Source: an optimization exercise on an open RTL-to-GDS flow (aim: small area and a short achievable clock period). Production flows keep margins and buffers that such runs may drop. Where RTL was checked, it was by simulation tests only, not by an equivalence proof against the original. Power and IR drop assume default switching activity.

==> inputs of run A <==
==> flow/design.v <==
module router_nport #(
    parameter int NPORT  = 8,
    parameter int ADDR_W = $clog2(NPORT)
) (
    input  logic             clk,
    input  logic             reset_n,
    input  logic [NPORT-1:0] din,
    input  logic [NPORT-1:0] frame_n,
    input  logic [NPORT-1:0] valid_n,
    output logic [NPORT-1:0] busy_n,
    output logic [NPORT-1:0] dout,
    output logic [NPORT-1:0] valido_n,
    output logic [NPORT-1:0] frameo_n
);
    localparam int N = 8;
    localparam int W = 3;
    logic [1:0]   r_phn   [N];    
    logic [N-1:0] r_arb;
    logic [W-1:0] r_addr  [N];
    logic [N-1:0] r_ov;
    logic [W-1:0] r_ptr   [N];
    logic [N-1:0] r_dout, r_valido, r_frameo;
    logic [N-1:0] w_arb;
    logic [N-1:0] w_req   [N];    
    logic [N-1:0] w_st    [N];    
    logic [N-1:0] w_gnt   [N];    
    logic [N-1:0] w_granted;
    logic [W-1:0] w_pnext [N];
    logic [N-1:0] w_any;
    logic [N-1:0] w_dsel, w_vsel, w_fsel;
    assign w_arb = r_arb;
    always_comb begin
        for (int d = 0; d < N; d++)
            for (int i = 0; i < N; i++) begin
                w_req[d][i] = w_arb[i] && (r_addr[i] == d);
                w_st[d][i]  = (r_ptr[d] == i);
            end
    end
    always_comb begin
        w_granted = '0;
        for (int d = 0; d < N; d++) begin
            logic [N-1:0] tok, above;
            logic         wrap;
            above[0] = w_st[d][0];
            for (int i = 1; i < N; i++) above[i] = above[i-1] || w_st[d][i];
            wrap   = (w_req[d] & above) == '0;
            tok[0] = w_st[d][0] || wrap;
            for (int i = 1; i < N; i++) tok[i] = w_st[d][i] || (tok[i-1] && !w_req[d][i-1]);
            w_gnt[d] = w_req[d] & tok & {N{!r_ov[d]}};
            w_any[d] = (w_req[d] != '0);
            w_pnext[d] = '0;    
            for (int i = 0; i < N; i++)
                if (w_gnt[d][i]) w_pnext[d] = w_pnext[d] | W'((i + 1) % N);
            w_granted = w_granted | w_gnt[d];
        end
    end
    always_comb begin
        for (int d = 0; d < N; d++) begin
            w_dsel[d] = 1'b0;
            w_vsel[d] = 1'b0;
            w_fsel[d] = 1'b0;
            for (int i = 0; i < N; i++) begin
                w_dsel[d] = w_dsel[d] | (w_st[d][(i + 1) % N] & din[i]);
                w_vsel[d] = w_vsel[d] | (w_st[d][(i + 1) % N] & valid_n[i]);
                w_fsel[d] = w_fsel[d] | (w_st[d][(i + 1) % N] & frame_n[i]);
            end
        end
    end
    always_ff @(posedge clk or negedge reset_n) begin
        if (!reset_n) begin
            r_arb <= '0;
            for (int i = 0; i < N; i++) r_phn[i] <= 2'd0;
        end else begin
            for (int i = 0; i < N; i++) begin
                if (w_arb[i]) begin
                    if (w_granted[i]) r_arb[i] <= 1'b0;
                end else begin
                    r_phn[i] <= frame_n[i] ? 2'd3 :
                                {r_phn[i][1] & r_phn[i][0], r_phn[i][1] & !r_phn[i][0]};
                    if (r_phn[i] == 2'd1 && !frame_n[i]) r_arb[i] <= 1'b1;
                end
            end
        end
    end
    always_ff @(posedge clk) begin
        for (int i = 0; i < N; i++)
            if (!r_arb[i]) r_addr[i] <= {din[i], r_addr[i][W-1:1]};
    end
    always_ff @(posedge clk or negedge reset_n) begin
        if (!reset_n) begin
            r_ov       <= '0;
            r_dout     <= '0;
            r_valido   <= '0;
            r_frameo   <= '0;
            for (int d = 0; d < N; d++) r_ptr[d] <= '0;
        end else begin
            for (int d = 0; d < N; d++) begin
                if (r_ov[d]) begin
                    r_dout[d]     <= !w_vsel[d] && w_dsel[d];
                    r_valido[d]   <= !w_vsel[d];
                    r_frameo[d]   <= !w_fsel[d];
                    r_ov[d]       <= !w_fsel[d];
                end else begin
                    r_dout[d]     <= 1'b0;
                    r_valido[d]   <= 1'b0;
                    r_frameo[d]   <= 1'b0;
                    if (w_any[d]) begin
                        r_ov[d]  <= 1'b1;
                        r_ptr[d] <= w_pnext[d];
                    end
                end
            end
        end
    end
    assign busy_n   = ~r_arb;
    assign dout     = r_dout;
    assign valido_n = ~r_valido;
    assign frameo_n = ~r_frameo;
endmodule
==> flow/flow/run.sh <==
#!/bin/bash
# Own layout flow:
#  1. the standard synthesis (standard.sh synth);
#  2. the gates between the flip-flops re-mapped with an area-oriented ABC
#     script (flow/resynth.sh, flow/abc.script); flip-flops untouched;
#  3. the standard layout from that netlist, with small port buffers and
#     repair_timing aiming for a larger setup margin (the SDC is unchanged).
set -euo pipefail
work=$(pwd)
res=$work/orfs/results/sky130hd/router_nport/base
logs=$work/orfs/logs/sky130hd/router_nport/base
obj=$work/orfs/objects/sky130hd/router_nport/base
bash standard.sh synth > synth.log 2>&1
bash flow/resynth.sh "$res" "$logs" "$obj" "$work/flow/abc.script" > resynth_run.log 2>&1
mv "$res/1_2_yosys_new.v" "$res/1_2_yosys.v"
rm -f "$res/1_synth.odb" "$res/1_synth.sdc"
export BUFFER_PORTS_ARGS="-buffer_cell sky130_fd_sc_hd__buf_2"
export SETUP_SLACK_MARGIN=7.4
bash standard.sh finish > layout.log 2>&1
==> flow/flow/abc.script <==
&get -n
&st
&dch
&nf -R 1000
&put
topo
stime -c
==> flow/flow/resynth.sh <==
#!/bin/bash
# Re-map the combinational logic of the standard synthesis netlist with a
# different ABC script. Flip-flops are kept as they are (same instances,
# names and cell types); only the gates between them are rebuilt.
# usage: resynth.sh RESULTS_DIR LOG_DIR OBJECTS_DIR ABC_SCRIPT
set -euo pipefail
res=$1; logs=$2; obj=$3; scr=$4
lib=$FLOW_HOME/platforms/sky130hd/lib/sky130_fd_sc_hd__tt_025C_1v80.lib
yosys_bin=$(command -v yosys || echo "$FLOW_HOME/../tools/install/yosys/bin/yosys")

# every -dont_use argument of the standard synthesis' abc call
dont_use=$(grep -m1 '^abc ' "$logs/1_2_yosys.log" | grep -o -- '-dont_use [^ ]*' | tr '\n' ' ')
cp "$res/1_2_yosys.v" "$res/1_2_yosys_std.v"
cat > resynth.ys <<Y
read_liberty -overwrite -ignore_miss_func -setattr liberty_cell $lib
read_verilog $res/1_2_yosys_std.v
hierarchy -top $FLOW_TOP
setattr -mod -set keep_hierarchy 1 sky130_fd_sc_hd__df*
setattr -mod -set keep_hierarchy 1 sky130_fd_sc_hd__edf*
setattr -mod -set keep_hierarchy 1 sky130_fd_sc_hd__conb*
flatten
opt_clean
techmap
opt -fast
abc -script $scr -liberty $lib $dont_use -constr $obj/abc.constr
opt_clean -purge
hilomap -singleton -hicell sky130_fd_sc_hd__conb_1 HI -locell sky130_fd_sc_hd__conb_1 LO
splitnets
opt_clean -purge
stat -liberty $lib
select $FLOW_TOP
write_verilog -noattr -noexpr -nohex -nodec -selected $res/1_2_yosys_new.v
Y
"$yosys_bin" -l resynth.log resynth.ys > /dev/null
==> flow/standard.sh <==
#!/bin/bash
# synth_recipe.tcl (not shown) runs the flow's synth.tcl, then flattens the netlist and writes it again
# the make line also repeats each setting of config.mk as NAME=value (left out here)
make -C /OpenROAD-flow-scripts/flow DESIGN_CONFIG=/design/flow/config.mk WORK_HOME=/design/flow/orfs CLKGATE_MAP_FILE= SYNTH_SCRIPT=/design/flow/synth_recipe.tcl "${@:-finish}"
==> flow/config.mk <==
export PLATFORM = sky130hd
export DESIGN_NAME = router_nport
export DESIGN_NICKNAME = router_nport
export VERILOG_FILES = /design/flow/design.v
export SDC_FILE = /design/flow/constraint.sdc
export NUM_CORES = 4
export LEC_CHECK = 0
export ABC_AREA = 1
export CAP_MARGIN = 20
export CORE_MARGIN = 2
export CORE_UTILIZATION = 30
export PLACE_DENSITY = 0.45
export SLEW_MARGIN = 20
==> flow/constraint.sdc <==
create_clock -name core_clock -period 10.0 [get_ports {clk}]
set_input_delay 2.0000 -clock core_clock [delete_from_list [all_inputs] [get_ports {clk}]]
set_output_delay 2.0000 -clock core_clock [all_outputs]
set_load 0.01 [all_outputs]
==> inputs of run R, as changes to run A <==
==> flow/design.v, changed modules only <==
module router_nport #(
    parameter int NPORT  = 8,
    parameter int ADDR_W = $clog2(NPORT)
) (
    input  logic             clk,
    input  logic             reset_n,
    input  logic [NPORT-1:0] din,
    input  logic [NPORT-1:0] frame_n,
    input  logic [NPORT-1:0] valid_n,
    output logic [NPORT-1:0] busy_n,
    output logic [NPORT-1:0] dout,
    output logic [NPORT-1:0] valido_n,
    output logic [NPORT-1:0] frameo_n
);
    localparam int N = 8;
    localparam int W = 3;
    logic [W:0]   r_sr    [N];
    logic [N-1:0] w_inArb;
    logic [W-1:0] w_addr  [N];
    logic [N-1:0] r_ov;
    logic [W-1:0] r_ptr   [N];
    logic [N-1:0] r_dout, r_valido, r_frameo;
    logic [N-1:0] w_arb;
    logic [N-1:0] w_req   [N];    
    logic [N-1:0] w_st    [N];    
    logic [N-1:0] w_gnt   [N];    
    logic [N-1:0] w_granted;
    logic [W-1:0] w_pnext [N];
    logic [N-1:0] w_any;
    logic [N-1:0] w_dsel, w_vsel, w_fsel;
    always_comb begin
        for (int i = 0; i < N; i++) begin
            w_inArb[i]  = r_sr[i][0];
            w_addr[i] = r_sr[i][W:1];
        end
    end
    assign w_arb = w_inArb;
    always_comb begin
        for (int d = 0; d < N; d++)
            for (int i = 0; i < N; i++) begin
                w_req[d][i] = w_arb[i] && (w_addr[i] == d);
                w_st[d][i]  = (r_ptr[d] == i);
            end
    end
    function automatic logic [N-1:0] prefixOr(input logic [N-1:0] x);
        logic [N-1:0] p1, p2, p4;
        p1 = x  | {x[N-2:0], 1'b0};
        p2 = p1 | {p1[N-3:0], 2'b0};
        p4 = p2 | {p2[N-5:0], 4'b0};
        prefixOr = {p4[N-2:0], 1'b0};
    endfunction
    always_comb begin
        w_granted = '0;
        for (int d = 0; d < N; d++) begin
            logic [N-1:0] above, hi, x;
            above = prefixOr(w_st[d]) | w_st[d];    
            hi    = w_req[d] & above;
            x     = (hi != '0) ? hi : w_req[d];
            w_gnt[d] = x & ~prefixOr(x) & {N{!r_ov[d]}};
            w_any[d] = (w_req[d] != '0);
            w_pnext[d] = '0;    
            for (int i = 0; i < N; i++)
                if (w_gnt[d][i]) w_pnext[d] = w_pnext[d] | W'((i + 1) % N);
            w_granted = w_granted | w_gnt[d];
        end
    end
    always_comb begin
        for (int d = 0; d < N; d++) begin
            w_dsel[d] = 1'b0;
            w_vsel[d] = 1'b0;
            w_fsel[d] = 1'b0;
            for (int i = 0; i < N; i++) begin
                w_dsel[d] = w_dsel[d] | (w_st[d][(i + 1) % N] & din[i]);
                w_vsel[d] = w_vsel[d] | (w_st[d][(i + 1) % N] & valid_n[i]);
                w_fsel[d] = w_fsel[d] | (w_st[d][(i + 1) % N] & frame_n[i]);
            end
        end
    end
    always_ff @(posedge clk or negedge reset_n) begin
        if (!reset_n) begin
            for (int i = 0; i < N; i++) r_sr[i] <= '0;
        end else begin
            for (int i = 0; i < N; i++) begin
                if (r_sr[i][0]) begin
                    if (w_granted[i]) r_sr[i] <= '0;           
                end else if (frame_n[i]) begin
                    r_sr[i] <= 4'b1000;                        
                end else if (r_sr[i] != '0) begin
                    r_sr[i] <= {din[i], r_sr[i][W:1]};         
                end
            end
        end
    end
    always_ff @(posedge clk or negedge reset_n) begin
        if (!reset_n) begin
            r_ov       <= '0;
            r_dout     <= '0;
            r_valido   <= '0;
            r_frameo   <= '0;
            for (int d = 0; d < N; d++) r_ptr[d] <= '0;
        end else begin
            for (int d = 0; d < N; d++) begin
                if (r_ov[d]) begin
                    r_dout[d]     <= !w_vsel[d] && w_dsel[d];
                    r_valido[d]   <= !w_vsel[d];
                    r_frameo[d]   <= !w_fsel[d];
                    r_ov[d]       <= !w_fsel[d];
                end else begin
                    r_dout[d]     <= 1'b0;
                    r_valido[d]   <= 1'b0;
                    r_frameo[d]   <= 1'b0;
                    if (w_any[d]) begin
                        r_ov[d]  <= 1'b1;
                        r_ptr[d] <= w_pnext[d];
                    end
                end
            end
        end
    end
    assign busy_n   = ~w_inArb;
    assign dout     = r_dout;
    assign valido_n = ~r_valido;
    assign frameo_n = ~r_frameo;
endmodule
==> flow/flow/run.sh (replaced) <==
#!/bin/bash
# Own layout flow: the standard synthesis and layout, with small port
# buffers and repair_timing aiming for a larger setup margin (the SDC is
# unchanged).
set -euo pipefail
bash standard.sh synth > synth.log 2>&1
export BUFFER_PORTS_ARGS="-buffer_cell sky130_fd_sc_hd__buf_2"
export SETUP_SLACK_MARGIN=6.6
bash standard.sh finish > layout.log 2>&1
removed: flow/flow/abc.script
removed: flow/flow/resynth.sh
==> inputs of run C, as changes to run A <==
==> flow/design.v, changed modules only <==
module router_nport #(
    parameter int NPORT  = 8,
    parameter int ADDR_W = $clog2(NPORT)
) (
    input  logic             clk,
    input  logic             reset_n,
    input  logic [NPORT-1:0] din,
    input  logic [NPORT-1:0] frame_n,
    input  logic [NPORT-1:0] valid_n,
    output logic [NPORT-1:0] busy_n,
    output logic [NPORT-1:0] dout,
    output logic [NPORT-1:0] valido_n,
    output logic [NPORT-1:0] frameo_n
);
    localparam int N = 8;
    localparam int W = 3;
    logic [1:0]   r_ph    [N];
    logic [N-1:0] r_busy_n;
    logic [W-1:0] r_addr  [N];
    logic [N-1:0] r_ov;
    logic [W-1:0] r_ptr   [N];
    logic [N-1:0] r_dout, r_valido_n, r_frameo_n;
    logic [N-1:0] w_arb;
    logic [N-1:0] w_req   [N];    
    logic [N-1:0] w_st    [N];    
    logic [N-1:0] w_gnt   [N];    
    logic [N-1:0] w_granted;
    logic [W-1:0] w_pnext [N];
    logic [N-1:0] w_any;
    logic [N-1:0] w_dsel, w_vsel, w_fsel;
    assign w_arb = ~r_busy_n;
    always_comb begin
        for (int d = 0; d < N; d++)
            for (int i = 0; i < N; i++) begin
                w_req[d][i] = w_arb[i] && (r_addr[i] == d);
                w_st[d][i]  = (r_ptr[d] == i);
            end
    end
    always_comb begin
        w_granted = '0;
        for (int d = 0; d < N; d++) begin
            logic [N-1:0] tok, above;
            logic         wrap;
            above[0] = w_st[d][0];
            for (int i = 1; i < N; i++) above[i] = above[i-1] || w_st[d][i];
            wrap   = (w_req[d] & above) == '0;
            tok[0] = w_st[d][0] || wrap;
            for (int i = 1; i < N; i++) tok[i] = w_st[d][i] || (tok[i-1] && !w_req[d][i-1]);
            w_gnt[d] = w_req[d] & tok & {N{!r_ov[d]}};
            w_any[d] = (w_req[d] != '0);
            w_pnext[d] = '0;    
            for (int i = 0; i < N; i++)
                if (w_gnt[d][i]) w_pnext[d] = w_pnext[d] | W'((i + 1) % N);
            w_granted = w_granted | w_gnt[d];
        end
    end
    always_comb begin
        for (int d = 0; d < N; d++) begin
            w_dsel[d] = 1'b0;
            w_vsel[d] = 1'b0;
            w_fsel[d] = 1'b0;
            for (int i = 0; i < N; i++) begin
                w_dsel[d] = w_dsel[d] | (w_st[d][(i + 1) % N] & din[i]);
                w_vsel[d] = w_vsel[d] | (w_st[d][(i + 1) % N] & valid_n[i]);
                w_fsel[d] = w_fsel[d] | (w_st[d][(i + 1) % N] & frame_n[i]);
            end
        end
    end
    always_ff @(posedge clk or negedge reset_n) begin
        if (!reset_n) begin
            r_busy_n <= '1;
            for (int i = 0; i < N; i++) r_ph[i] <= 2'd3;
        end else begin
            for (int i = 0; i < N; i++) begin
                if (w_arb[i]) begin
                    if (w_granted[i]) r_busy_n[i] <= 1'b1;
                end else begin
                    r_ph[i] <= frame_n[i] ? 2'd0 :
                               {r_ph[i][1] | r_ph[i][0], r_ph[i][1] | !r_ph[i][0]};
                    if (r_ph[i] == 2'd2 && !frame_n[i]) r_busy_n[i] <= 1'b0;
                end
            end
        end
    end
    always_ff @(posedge clk) begin
        for (int i = 0; i < N; i++)
            if (r_busy_n[i]) r_addr[i] <= {din[i], r_addr[i][W-1:1]};
    end
    always_ff @(posedge clk or negedge reset_n) begin
        if (!reset_n) begin
            r_ov       <= '0;
            r_dout     <= '0;
            r_valido_n <= '1;
            r_frameo_n <= '1;
            for (int d = 0; d < N; d++) r_ptr[d] <= '0;
        end else begin
            for (int d = 0; d < N; d++) begin
                if (r_ov[d]) begin
                    r_dout[d]     <= !w_vsel[d] && w_dsel[d];
                    r_valido_n[d] <= w_vsel[d];
                    r_frameo_n[d] <= w_fsel[d];
                    r_ov[d]       <= !w_fsel[d];
                end else begin
                    r_dout[d]     <= 1'b0;
                    r_valido_n[d] <= 1'b1;
                    r_frameo_n[d] <= 1'b1;
                    if (w_any[d]) begin
                        r_ov[d]  <= 1'b1;
                        r_ptr[d] <= w_pnext[d];
                    end
                end
            end
        end
    end
    assign busy_n   = r_busy_n;
    assign dout     = r_dout;
    assign valido_n = r_valido_n;
    assign frameo_n = r_frameo_n;
endmodule
==> flow/run.sh (new file) <==
#!/bin/bash
# synth_recipe.tcl (not shown) runs the flow's synth.tcl, then flattens the netlist and writes it again
# the make line also repeats each setting of config.mk as NAME=value (left out here)
make -C /OpenROAD-flow-scripts/flow DESIGN_CONFIG=/design/flow/config.mk WORK_HOME=/design/flow/orfs CLKGATE_MAP_FILE= SYNTH_SCRIPT=/design/flow/synth_recipe.tcl finish
--- a/flow/config.mk
+++ b/flow/config.mk
@@ -11,3 +11,3 @@
 export CORE_UTILIZATION = 30
-export PLACE_DENSITY = 0.45
+export PLACE_DENSITY = 0.4
 export SLEW_MARGIN = 20
removed: flow/flow/run.sh
removed: flow/flow/abc.script
removed: flow/flow/resynth.sh
removed: flow/standard.sh
==> summary of the runs <==
Run R finished clean. Run C passed the timing, design-rule and antenna checks. Run A ran to the end with no violations.
The lowest cell count belongs to run A, the highest to run R.
Global-route usage: run C < run R < run A.
Clock skew: run C is higher than run A (0.00073 ns).
Power: run A > run C > run R.
No functional check of the RTL was part of run A.

==> afterwards: timing with drivers on the ports <==
Ports are ideal in the flow. The routed layouts listed here were re-timed in OpenROAD. Step 1 sets driving cells, clkbuf_16 on the clock port and buf_2 on the other inputs (assumed; they add their load-dependent delay and slew). Step 2 also shifts input and output timing later by t, the mid clock arrival at the registers, as if the neighbouring blocks saw the same clock. a / b / c = ideal / step 1 / step 2; a / b = the first two.
| run | shift t [ns] | slack for setup (ns) | worst register clock-pin slew, ns |
|---|---|---|---|
| run A | 0.410 | 6.497 / 6.497 / 6.497 | 0.08 / 0.08 |
| run R | 0.410 | 6.625 / 6.649 / 6.239 | 0.07 / 0.07 |
| run C | 0.414 | 6.307 / 6.317 / 5.917 | 0.09 / 0.09 |
After both steps every run listed still meets setup and hold. For run C, which loses most, drivers alone change the setup slack by +0.010 ns; drivers and shift together by -0.390 ns.
